This design comes from an exercise in tuning for a short achievable clock period and few clock cycles on the open sky130 flow, not from production work. The RTL was checked by simulation tests, not by an equivalence proof against the original design. Power figures rest on the tool's default switching activity, not on a simulated workload.

== job 101 ==
==> flow/design.v (excerpt) <==
module dcache_ctrl
#(
    parameter int LINES = dcache_pkg::LINES_DEF,
    parameter int WORDS = dcache_pkg::WORDS_DEF
) (
    input  logic        clock,
    input  logic        reset,
    input  logic        cpu_req,
    input  logic        cpu_we,
    input  logic [31:0] cpu_addr,
    input  logic [31:0] cpu_wdata,
    output logic [31:0] cpu_rdata,
    output logic        cpu_ready,
    output logic        cpu_busy,
    input  logic        flush,
    output logic        mem_req,
    output logic        mem_we,
    output logic [31:0] mem_addr,
    output logic [31:0] mem_wdata,
    input  logic [31:0] mem_rdata,
    input  logic        mem_ack,
    output logic [15:0] hit_count,
    output logic [15:0] miss_count
);
clock: 6.0 ns
lec_check: 0
abc_clock_period_in_ps: 2500
cap_margin: 20
core_margin: 2
core_utilization: 40
setup_slack_margin: 3.5
slew_margin: 20
run.sh (not shown) runs the stock make flow with config.mk's settings and CLKGATE_MAP_FILE= SYNTH_SCRIPT=/design/flow/synth_recipe.tcl, a recipe that flattens the netlist after the stock synthesis.
Job 101 finished every step from synthesis to the final layout, and the layout passed the timing, DRC and antenna checks.
Testbench counts of job 101, summed over its fixed seeds: cycles 101,378.
What job 102 does differently from job 101 at the input level:
- clearing SETUP_SLACK_MARGIN, which used to be 3.5
- clearing ABC_CLOCK_PERIOD_IN_PS, which used to be 2500
--- outcome ---
- Job 102 completed every stage of the flow, and the final layout passed the timing, DRC and antenna checks.
- Job 102 ended up with a lower part of the total power dissipated in combinational logic than job 101 did.
- Job 101 → job 102: via count fell by 3377; share of the clock period used by the worst path moved up; final standard cell area without fillers decreased 0.0072 mm2; total power of the final layout now sits lower; footprint of the multi-input gates decreased 5.6%.


The RTL this note starts from:
==> flow/design.v <==
package dcache_pkg;
    localparam int LINES_DEF = 16;
    localparam int WORDS_DEF = 4;
    localparam int OFFSET_W = $clog2(WORDS_DEF);
    localparam int INDEX_W = $clog2(LINES_DEF);
    localparam int TAG_W = 30 - OFFSET_W - INDEX_W;
endpackage
module dcache_data_array
#(
    parameter int LINES = dcache_pkg::LINES_DEF,
    parameter int WORDS = dcache_pkg::WORDS_DEF,
    localparam int AW = $clog2(LINES * WORDS)
) (
    input  logic          clock,
    input  logic          we,
    input  logic [AW-1:0] waddr,
    input  logic [31:0]   wdata,
    input  logic [AW-1:0] raddr,
    output logic [31:0]   rdata
);
    logic [31:0] mem [LINES*WORDS];
    always_ff @(posedge clock) begin
        if (we) mem[waddr] <= wdata;
    end
    assign rdata = mem[raddr];
endmodule
module dcache_ctrl
#(
    parameter int LINES = dcache_pkg::LINES_DEF,
    parameter int WORDS = dcache_pkg::WORDS_DEF
) (
    input  logic        clock,
    input  logic        reset,
    input  logic        cpu_req,
    input  logic        cpu_we,
    input  logic [31:0] cpu_addr,
    input  logic [31:0] cpu_wdata,
    output logic [31:0] cpu_rdata,
    output logic        cpu_ready,
    output logic        cpu_busy,
    input  logic        flush,
    output logic        mem_req,
    output logic        mem_we,
    output logic [31:0] mem_addr,
    output logic [31:0] mem_wdata,
    input  logic [31:0] mem_rdata,
    input  logic        mem_ack,
    output logic [15:0] hit_count,
    output logic [15:0] miss_count
);
    localparam int OW = $clog2(WORDS);
    localparam int IW = $clog2(LINES);
    localparam int TW = 30 - OW - IW;
    logic idle_q;                  
    logic rdy_q;                   
    logic mreq_q;                  
    logic refill_q;                
    logic shit_q;                  
    logic end_q;                   
    logic [15:0] hit_prev;         
    logic miss_q;                  
    logic byp_q;                   
    logic [OW-1:0] cnt_q;          
    logic [TW-1:0] tags [LINES];
    logic [LINES-1:0] valid;
    logic [31:0] rdata_q;
    logic [31:0] arr_rdata;
    logic [LINES-1:0] match;
    logic hit, accept, ack, arr_we;
    logic [TW-1:0] tag;
    logic [IW-1:0] idx;
    logic [OW-1:0] off;
    logic unused_addr_bits;
    assign unused_addr_bits = ^cpu_addr[1:0];
    assign tag = cpu_addr[31 -: TW];
    assign idx = cpu_addr[2+OW +: IW];
    assign off = cpu_addr[2 +: OW];
    always_comb begin
        for (int i = 0; i < LINES; i++) match[i] = valid[i] && tags[i] == tag;
    end
    assign hit = match[idx];
    assign accept = idle_q && cpu_req && !flush;
    assign ack = mreq_q && mem_ack;
    assign mem_req = mreq_q || (accept && cpu_we);
    assign mem_we = cpu_we;
    assign mem_addr = {cpu_addr[31:2+OW], cpu_we ? off : cnt_q, 2'b00};
    assign mem_wdata = cpu_wdata;
    assign cpu_ready = rdy_q || (mem_ack && end_q);
    assign cpu_rdata = rdata_q;
    assign arr_we = ack && (refill_q || shit_q);
    dcache_data_array #(.LINES(LINES), .WORDS(WORDS)) u_data (
        .clock(clock),
        .we(arr_we),
        .waddr({idx, refill_q ? cnt_q : off}),
        .wdata(refill_q ? mem_rdata : cpu_wdata),
        .raddr({idx, off}),
        .rdata(arr_rdata)
    );
    always_ff @(posedge clock) begin
        rdata_q <= byp_q ? mem_rdata : arr_rdata;
        if (accept) shit_q <= hit;
        if (accept) hit_prev <= hit_count;
        if (ack && refill_q && cnt_q == OW'(WORDS - 1)) tags[idx] <= tag;
    end
    always_ff @(posedge clock) begin
        if (reset) begin
            idle_q <= 1'b1;
            rdy_q <= 1'b0;
            cpu_busy <= 1'b0;
            mreq_q <= 1'b0;
            refill_q <= 1'b0;
            end_q <= 1'b0;
            byp_q <= 1'b0;
            miss_q <= 1'b0;
            cnt_q <= '0;
            valid <= '0;
            hit_count <= '0;
            miss_count <= '0;
        end else begin
            if (idle_q && flush) valid <= '0;
            rdy_q <= 1'b0;
            if (accept) begin
                idle_q <= 1'b0;
                cpu_busy <= 1'b1;
                if (cpu_we) begin
                    mreq_q <= 1'b1;
                    end_q <= 1'b1;
                end else begin
                    hit_count <= hit_count + 16'(hit_count != 16'hFFFF);
                    if (hit) rdy_q <= 1'b1;
                    else begin
                        mreq_q <= 1'b1;
                        refill_q <= 1'b1;
                    end
                end
            end
            miss_q <= accept && !cpu_we && !hit;
            if (miss_q) begin
                hit_count <= hit_prev;
                miss_count <= miss_count + 16'(miss_count != 16'hFFFF);
            end
            if (rdy_q) begin
                idle_q <= 1'b1;
                cpu_busy <= 1'b0;
            end
            if (ack) begin
                if (refill_q) begin
                    cnt_q <= cnt_q + 1'b1;
                    end_q <= cnt_q == OW'(WORDS - 2) && off != OW'(WORDS - 1);
                    byp_q <= cnt_q == OW'(WORDS - 2) && off == OW'(WORDS - 1);
                end
                if (byp_q) rdy_q <= 1'b1;
                if (end_q || byp_q) begin
                    idle_q <= !byp_q;
                    cpu_busy <= byp_q;
                    mreq_q <= 1'b0;
                    refill_q <= 1'b0;
                    end_q <= 1'b0;
                    byp_q <= 1'b0;
                    if (refill_q) valid[idx] <= 1'b1;
                end
            end
        end
    end
endmodule
export LEC_CHECK = 0
export ABC_CLOCK_PERIOD_IN_PS = 1000
export CAP_MARGIN = 20
export CORE_MARGIN = 2
export CORE_UTILIZATION = 40
export CTS_CLUSTER_DIAMETER = 60
export CTS_CLUSTER_SIZE = 25
export SETUP_SLACK_MARGIN = 3.1
export SLEW_MARGIN = 20
create_clock -name core_clock -period 6.0 [get_ports {clock}]
The baseline went through all stages and came out clean.
Testbench counts at the start, summed over its fixed seeds: cycles 90,878.
Then changed:
CORE_UTILIZATION = 50   (was 40)
GPL_ROUTABILITY_DRIVEN = 0   (was not set)
PLACE_DENSITY_LB_ADDON = 0.2   (was not set)
SETUP_SLACK_MARGIN = 3.3   (was 3.1)
What happened: The changed run finished clean. Non-clock buffer count went up by 142. Design area went up by about 1.9%. Hold slack improved by 0.0056 ns. Die area went down by 20%. Synthesized cell count stays the same.

## separate check: timing with driven ports
How much do the figures lean on ideal ports? The routed layouts below were timed once more, with nothing changed but the port constraints.
Step 1, drivers: a clkbuf_16 drives clock and a buf_2 each remaining input, both assumed.
Step 2 also shifts input and output timing later by t, the mid clock arrival at the registers, as if the neighbouring blocks saw the same clock.
Three values: ideal ports, drivers, drivers and shift; two values: the first two.
| run | t, ns | setup WS [ns] | clock arrival spread, ns |
|---|---|---|---|
| job 101 | 1.012 | 2.953 / 2.642 / 1.630 | 0.072 / 0.072 |
| job 102 | 1.008 | 1.722 / 1.754 / 0.745 | 0.077 / 0.077 |
| the first run of note 2 | 0.915 | 2.906 / 2.727 / 1.811 | 0.069 / 0.069 |
| the second run of note 2 | 0.932 | 2.763 / 2.580 / 1.676 | 0.044 / 0.044 |
After both steps every run listed still meets setup and hold. For job 101, which loses most, drivers alone change the setup slack by -0.311 ns; drivers and shift together by -1.323 ns.
